What follows belongs to an exercise in optimizing a design on an open flow for small area, a short achievable clock period and few clock cycles per item; a production flow would make more cautious choices.
The RTL was checked by simulation tests, not by an equivalence proof against the original design.
No activity file was given, so power comes from the tool's default toggle rates.

<file path="flow/design.v">
package sid_pkg;
    localparam int OPERAND_WIDTH = 32;
    localparam int STATUS_W      = 2;
    typedef enum logic [STATUS_W-1:0] {
        ST_OK   = STATUS_W'(0),
        ST_OVF  = STATUS_W'(1),
        ST_DIV0 = STATUS_W'(2)
    } t_status;
    localparam logic [OPERAND_WIDTH-1:0] MIN_VAL  = {1'b1, {(OPERAND_WIDTH-1){1'b0}}};
    localparam logic [OPERAND_WIDTH-1:0] MAX_VAL  = {1'b0, {(OPERAND_WIDTH-1){1'b1}}};
    localparam logic [OPERAND_WIDTH-1:0] ALL_ONES = {OPERAND_WIDTH{1'b1}};
    typedef struct packed {
        logic [OPERAND_WIDTH-1:0] rem;
        logic [OPERAND_WIDTH-1:0] nq;
        logic [OPERAND_WIDTH-1:0] dm;
        logic                     neg;
        t_status                  status;
    } t_stage;
endpackage
module sid_prep (
    input  logic                              i_clk,
    input  logic                              i_rst_n,
    input  logic                              i_en,
    input  logic                              i_valid,
    input  logic [sid_pkg::OPERAND_WIDTH-1:0] i_num,
    input  logic [sid_pkg::OPERAND_WIDTH-1:0] i_den,
    output logic                              o_valid,
    output sid_pkg::t_stage                   o_data
);
    logic            r_valid;
    sid_pkg::t_stage r_data;
    sid_pkg::t_stage n_data;
    logic            nneg;
    logic            dneg;
    always_comb begin
        nneg          = i_num[sid_pkg::OPERAND_WIDTH-1];
        dneg          = i_den[sid_pkg::OPERAND_WIDTH-1];
        n_data.rem    = '0;
        n_data.nq     = nneg ? (~i_num + 1'b1) : i_num;
        n_data.dm     = dneg ? (~i_den + 1'b1) : i_den;
        n_data.neg    = nneg ^ dneg;
        if (i_den == '0) begin
            n_data.status = sid_pkg::ST_DIV0;
        end else if (i_num == sid_pkg::MIN_VAL && i_den == sid_pkg::ALL_ONES) begin
            n_data.status = sid_pkg::ST_OVF;
        end else begin
            n_data.status = sid_pkg::ST_OK;
        end
    end
    always_ff @(posedge i_clk) begin
        if (!i_rst_n) begin
            r_valid <= 1'b0;
        end else if (i_en) begin
            r_valid <= i_valid;
        end
    end
    always_ff @(posedge i_clk) begin
        if (i_en) begin
            r_data <= n_data;
        end
    end
    assign o_valid = r_valid;
    assign o_data  = r_data;
endmodule
module sid_step (
    input  logic            i_clk,
    input  logic            i_rst_n,
    input  logic            i_en,
    input  logic            i_valid,
    input  sid_pkg::t_stage i_data,
    output logic            o_valid,
    output sid_pkg::t_stage o_data
);
    logic                            r_valid;
    sid_pkg::t_stage                 r_data;
    sid_pkg::t_stage                 n_data;
    logic [sid_pkg::OPERAND_WIDTH-1:0] shifted;
    logic [sid_pkg::OPERAND_WIDTH:0]   diff;
    logic                              ge;
    always_comb begin
        shifted = {i_data.rem[sid_pkg::OPERAND_WIDTH-2:0],
                   i_data.nq[sid_pkg::OPERAND_WIDTH-1]};
        diff    = {1'b0, shifted} - {1'b0, i_data.dm};
        ge      = ~diff[sid_pkg::OPERAND_WIDTH];
        n_data        = i_data;
        n_data.rem    = ge ? diff[sid_pkg::OPERAND_WIDTH-1:0] : shifted;
        n_data.nq     = {i_data.nq[sid_pkg::OPERAND_WIDTH-2:0], ge};
    end
    always_ff @(posedge i_clk) begin
        if (!i_rst_n) begin
            r_valid <= 1'b0;
        end else if (i_en) begin
            r_valid <= i_valid;
        end
    end
    always_ff @(posedge i_clk) begin
        if (i_en) begin
            r_data <= n_data;
        end
    end
    assign o_valid = r_valid;
    assign o_data  = r_data;
endmodule
module sid_fix (
    input  logic                              i_clk,
    input  logic                              i_rst_n,
    input  logic                              i_en,
    input  logic                              i_valid,
    input  sid_pkg::t_stage                   i_data,
    output logic                              o_valid,
    output logic [sid_pkg::OPERAND_WIDTH-1:0] o_quotient,
    output sid_pkg::t_status                  o_status
);
    logic                              r_valid;
    logic [sid_pkg::OPERAND_WIDTH-1:0] r_quot;
    sid_pkg::t_status                  r_status;
    logic [sid_pkg::OPERAND_WIDTH-1:0] n_quot;
    always_comb begin
        case (i_data.status)
            sid_pkg::ST_DIV0: n_quot = '0;
            sid_pkg::ST_OVF:  n_quot = sid_pkg::MAX_VAL;
            default:          n_quot = i_data.neg ? (~i_data.nq + 1'b1) : i_data.nq;
        endcase
    end
    always_ff @(posedge i_clk) begin
        if (!i_rst_n) begin
            r_valid <= 1'b0;
        end else if (i_en) begin
            r_valid <= i_valid;
        end
    end
    always_ff @(posedge i_clk) begin
        if (i_en) begin
            r_quot   <= n_quot;
            r_status <= i_data.status;
        end
    end
    assign o_valid    = r_valid;
    assign o_quotient = r_quot;
    assign o_status   = r_status;
endmodule
module signed_int32_divider (
    input  logic        i_clk,
    input  logic        i_rst_n,
    input  logic        i_req_valid,
    output logic        o_req_ready,
    input  logic [31:0] i_req_numerator,
    input  logic [31:0] i_req_denominator,
    output logic        o_rsp_valid,
    input  logic        i_rsp_ready,
    output logic [31:0] o_rsp_quotient,
    output logic [1:0]  o_rsp_status
);
    localparam int W = sid_pkg::OPERAND_WIDTH;
    logic                w_en;
    logic [W:0]          w_valid;
    logic [3*W+sid_pkg::STATUS_W:0] w_stage [0:W];  
    sid_pkg::t_status    w_status;
    assign w_en        = ~o_rsp_valid | i_rsp_ready;
    assign o_req_ready = w_en;
    sid_prep u_prep (
        .i_clk   (i_clk),
        .i_rst_n (i_rst_n),
        .i_en    (w_en),
        .i_valid (i_req_valid),
        .i_num   (i_req_numerator),
        .i_den   (i_req_denominator),
        .o_valid (w_valid[0]),
        .o_data  (w_stage[0])
    );
    for (genvar k = 0; k < W; k++) begin : g_step
        sid_step u_step (
            .i_clk   (i_clk),
            .i_rst_n (i_rst_n),
            .i_en    (w_en),
            .i_valid (w_valid[k]),
            .i_data  (w_stage[k]),
            .o_valid (w_valid[k+1]),
            .o_data  (w_stage[k+1])
        );
    end
    sid_fix u_fix (
        .i_clk      (i_clk),
        .i_rst_n    (i_rst_n),
        .i_en       (w_en),
        .i_valid    (w_valid[W]),
        .i_data     (w_stage[W]),
        .o_valid    (o_rsp_valid),
        .o_quotient (o_rsp_quotient),
        .o_status   (w_status)
    );
    assign o_rsp_status = w_status;
endmodule
</file>
<file path="flow/constraint.sdc">
create_clock -name core_clock -period 4.4 [get_ports {i_clk}]
set_input_delay 0.8800 -clock core_clock [delete_from_list [all_inputs] [get_ports {i_clk}]]
set_output_delay 0.8800 -clock core_clock [all_outputs]
set_load 0.01 [all_outputs]
</file>
<file path="flow/run.sh">
#!/bin/bash
# synth_recipe.tcl (not shown) runs the flow's synth.tcl, then flattens the netlist and writes it again
# the make line also repeats each setting of config.mk as NAME=value (left out here)
make -C /OpenROAD-flow-scripts/flow DESIGN_CONFIG=/design/flow/config.mk WORK_HOME=/design/flow/orfs CLKGATE_MAP_FILE= SYNTH_SCRIPT=/design/flow/synth_recipe.tcl finish
</file>
<file path="flow/config.mk">
export PLATFORM = sky130hd
export DESIGN_NAME = signed_int32_divider
export DESIGN_NICKNAME = signed_int32_divider
export VERILOG_FILES = /design/flow/design.v
export SDC_FILE = /design/flow/constraint.sdc
export NUM_CORES = 4
export LEC_CHECK = 0
export CAP_MARGIN = 20
export CORE_MARGIN = 2
export CORE_UTILIZATION = 40
export SLEW_MARGIN = 20
</file>
==> run summary <==
[timing repair]
action	CTS	global route
pin swaps	0	1
resized for setup	1	9
endpoints found under the setup margin	1	113
buffers inserted	0	0
[area by class of cell]
cell class	instances	area, um2
sequential	3208	96000
multi-input combinational	7821	55100
fill	35000	212000
clock inverter	202	2260
antenna	61	153
timing repair buffer	361	3610
inverter	1214	4580
clock buffer	390	8420
tap	5197	6500
[worst min path at each step]
stage / start / endpoint / slack [ps] / depth (start not counted)
detailed placement: u_prep.r_data[39] / g_step[0].u_step.r_data[40] / 400 / 0
finish: g_step[26].u_step.r_data[62] / g_step[27].u_step.r_data[63] / 400 / 0
global placement: g_step[12].u_step.r_data[42] / g_step[13].u_step.r_data[43] / 400 / 0
global route: g_step[26].u_step.r_data[62] / g_step[27].u_step.r_data[63] / 400 / 0
CTS: g_step[26].u_step.r_data[62] / g_step[27].u_step.r_data[63] / 400 / 0
floorplan: u_prep.r_data[0] / g_step[0].u_step.r_data[0] / 400 / 0
[placed cells by master, fill, tap and decap left out, types with 97 or more instances in the layout]
cell type,count
nor3_1,113
buf_4,207
nor2_1,648
nand2_1,940
clkdlybuf4s50_1,102
nand2b_1,185
inv_1,1210
ha_1,997
nor2b_1,128
xnor2_1,495
o31ai_1,101
mux2_2,239
xor2_1,357
clkbuf_16,327
o21a_1,135
a21o_1,392
a21oi_1,959
a31oi_1,97
o21ai_0,848
nand3_1,130
edfxtp_1,3174
[metal layers]
layer | vias up | global-route usage [%] | share of wire, %
li1 | 46900 | - | -
met1 | 44000 | 16.6 | 39
met2 | 1303 | 28.3 | 53
met3 | 637 | 1.83 | 2.9
met4 | 0 | 7.10 | 5.0
met5 | - | 0 | 0
[stage by stage]
stage | setup slack, ps | utilization, % | hold WS (ps) | instances | area [um2]
floorplan | -5040 | - | 400 | 12500 | 156000
global placement | 95.9 | 42.6 | 400 | 17800 | 166000
detailed placement | 35.0 | 42.6 | 405 | 17800 | 166000
CTS | 77.0 | 45.3 | 397 | 18400 | 176000
global route | 0.911 | 45.4 | 396 | 18500 | 177000
finish | 155 | 45.4 | 398 | 18500 | 177000
[cell families (layout without fill, tap and decap cells)]
| group | after synthesis | after routing |
|---|---|---|
| flip-flops | 3208 | 3208 |
| buffers and inverters | 1452 | 2167 |
| adder cells (fa/ha/maj) | 1028 | 1028 |
| multiplexers | 268 | 268 |
| AO/OA/AOI/OAI | 3155 | 3155 |
| AND/OR/NAND/NOR | 2503 | 2503 |
| XOR/XNOR | 852 | 852 |
| other | 1 | 76 |
[registers in the layout (all words and copies together) (netlist names)]
| register | cells |
|---|---|
| g_step.u_step.r_valid | 32 |
| u_prep.r_valid | 1 |
| u_fix.r_quot | 32 |
| g_step.u_step.r_data | 3073 |
| u_fix.r_valid | 1 |
| u_fix.r_status | 2 |
| u_prep.r_data | 67 |
[critical path: stages, from the launching register on]
cell and delay (ps):
edfxtp_1 350, inv_1 80, ha_1 190, fa_1 230, nor2b_1 70, o31a_1 280, o221a_2 270, o22a_1 270
a221o_1 380, a21oi_1 320, o21bai_1 230, and3_4 270, a221oi_4 360, buf_12 250, mux2_2 370
[Yosys cell counts (all sizes together) (185+ instances only)]
cell    count  area (um2)
a21o      393        2950
a21oi     965        4830
edfxtp   3174       95300
ha        998       12500
inv      1213        4550
mux2      241        2710
nand2     940        3530
nand2b    185        1160
nor2      649        2440
o21ai     859        4300
xnor2     495        4340
xor2      357        3130
[where the power goes]
part           switching, mW  internal, mW
logic                   29.3          24.9
clock network           11.7          15.9
registers               4.85          46.2
==> flow_summary.ini <==
[status]
outcome = complete, no violations

[synthesis]
synth_top_family_by_area = compound AO/OA/AOI/OAI gates
ys_ff_latch = 3208
ys_types = 100
syn_area_mm2 = 0.156
synthCells = 12500
synth-seq-area-share_pct = 61.4
yosys.area_share.simple_pct = 7.38
yosys_warnings = 5
synthAdderAreaFrac_pct = 8.37
syn_avg_cell_area_um2 = 12.5
postSynth.asyncResetShare_pct = 0
synth_edf_count = 3174
synth_compound_area_share_pct = 12.6
synth-xor-area-share_pct = 4.77
synth_mux_area_share_pct = 1.91
synth-main-ff-cell = edfxtp_1

[critical_path]
criticalPathCategory = flip-flop to flip-flop
cp-startpoint = g_step[6].u_step.r_data[66]
critPathRequiredTime_ps = 5040
r2r_slack_ps = 150
endpoint = g_step[7].u_step.r_data[71]
end_kind = flip-flop
cp_max_fo = 49
r2r_start = g_step[6].u_step.r_data[66]
reg2reg_to = g_step[7].u_step.r_data[71]
ff2ff_path_depth = 14
start_kind = flip-flop
arrival_ps = 4880

[flow_run]
cap_violations = 0

[placement]
place.port_buffers = 103
place_congestion = 0.882
detailed_place_hpwl_mm = 222

[routing]
drc = 0
via_count = 92800
drt_pass1_iterations = 6
antenna_left = 0
drt-total-wl_mm = 302
vias_per_cell = 5.03
drt-initial-drc-count = 4915
wl_per_cell_um = 16.4

[grt]
grt_max_degree = 189
grt_pass1_vias = 93200
grt_overflow = 0
grt_antenna_before_repair = 17
grt_pass1_wl_mm = 483
track_usage_pct = 15.0

[die]
dieArea_mm2 = 0.396
placementRows = 229
core_mm2 = 0.389
die_width_um = 629
start_util_pct = 40.2
ioPinCount = 104
die_h_um = 629

[clocking]
clk_latency_ps = 920
cts_tree = built
tritoncts.num_buffers = 327
clkSlewWorstSetupHoldPaths_ps = 60
cts_num_sinks = 3208
htreeDepth = 5
clock_path_buffers = 4
hold_buffers = 0
cts_root_buf = clkbuf_16

[pwr]
irDropWorstVdd_mv = 0.372
p_leak_nw = 72.1
total_power_mw = 133
power_density_mw_per_mm2 = 752

[final_layout]
area_delta_synth_final_pct = 13.0
drive_above_1_share_pct = 8.21
final_nets = 14000

[sta]
fmax_ghz = 0.236
rsz0062_at_grt = no
fin_worst_skew_ps = 41.6
fin_tns_setup_ps = 0
max_slew.worst_pin.slew_ps = 1020
period_share_pct = 96.5
final-hold-violation-count = 0
post-route-min-period_ps = 4250
max_slew_margin_pct = 31.8
setup_viol_count_final = 0
slew_violations = 0

[worst_hold_path]
worst_hold_path_type = flip-flop to flip-flop
Testbench counts, summed over its fixed seeds: cycles 9,872, items 9,600.

[static timing again, ports no longer ideal]
In the flow no input, the clock included, has a driving cell. The finished layout below was timed again as built, in two steps. Step 1, drivers: a clkbuf_16 drives i_clk and a buf_2 each remaining input, both assumed. Step 2, shift: input delay + t, output delay - t, t = (earliest + latest rising clock arrival at the registers) / 2. This alone moves slack from input paths to output paths. Slacks: ideal ports / drivers / drivers and shift; pairs: ideal ports / drivers.
t (ns): 1.003
setup slack, ns: 0.155 / 0.155 / 0.151
clock arrival spread, ns: 0.047 / 0.046
slew at the worst register clock pin (ns): 0.07 / 0.07
worst data-port slew with drivers (ns): 0.12
After both steps this run still meets setup and hold. The setup slack of this run moves by 0.000 ns with the drivers and by -0.004 ns with both steps.
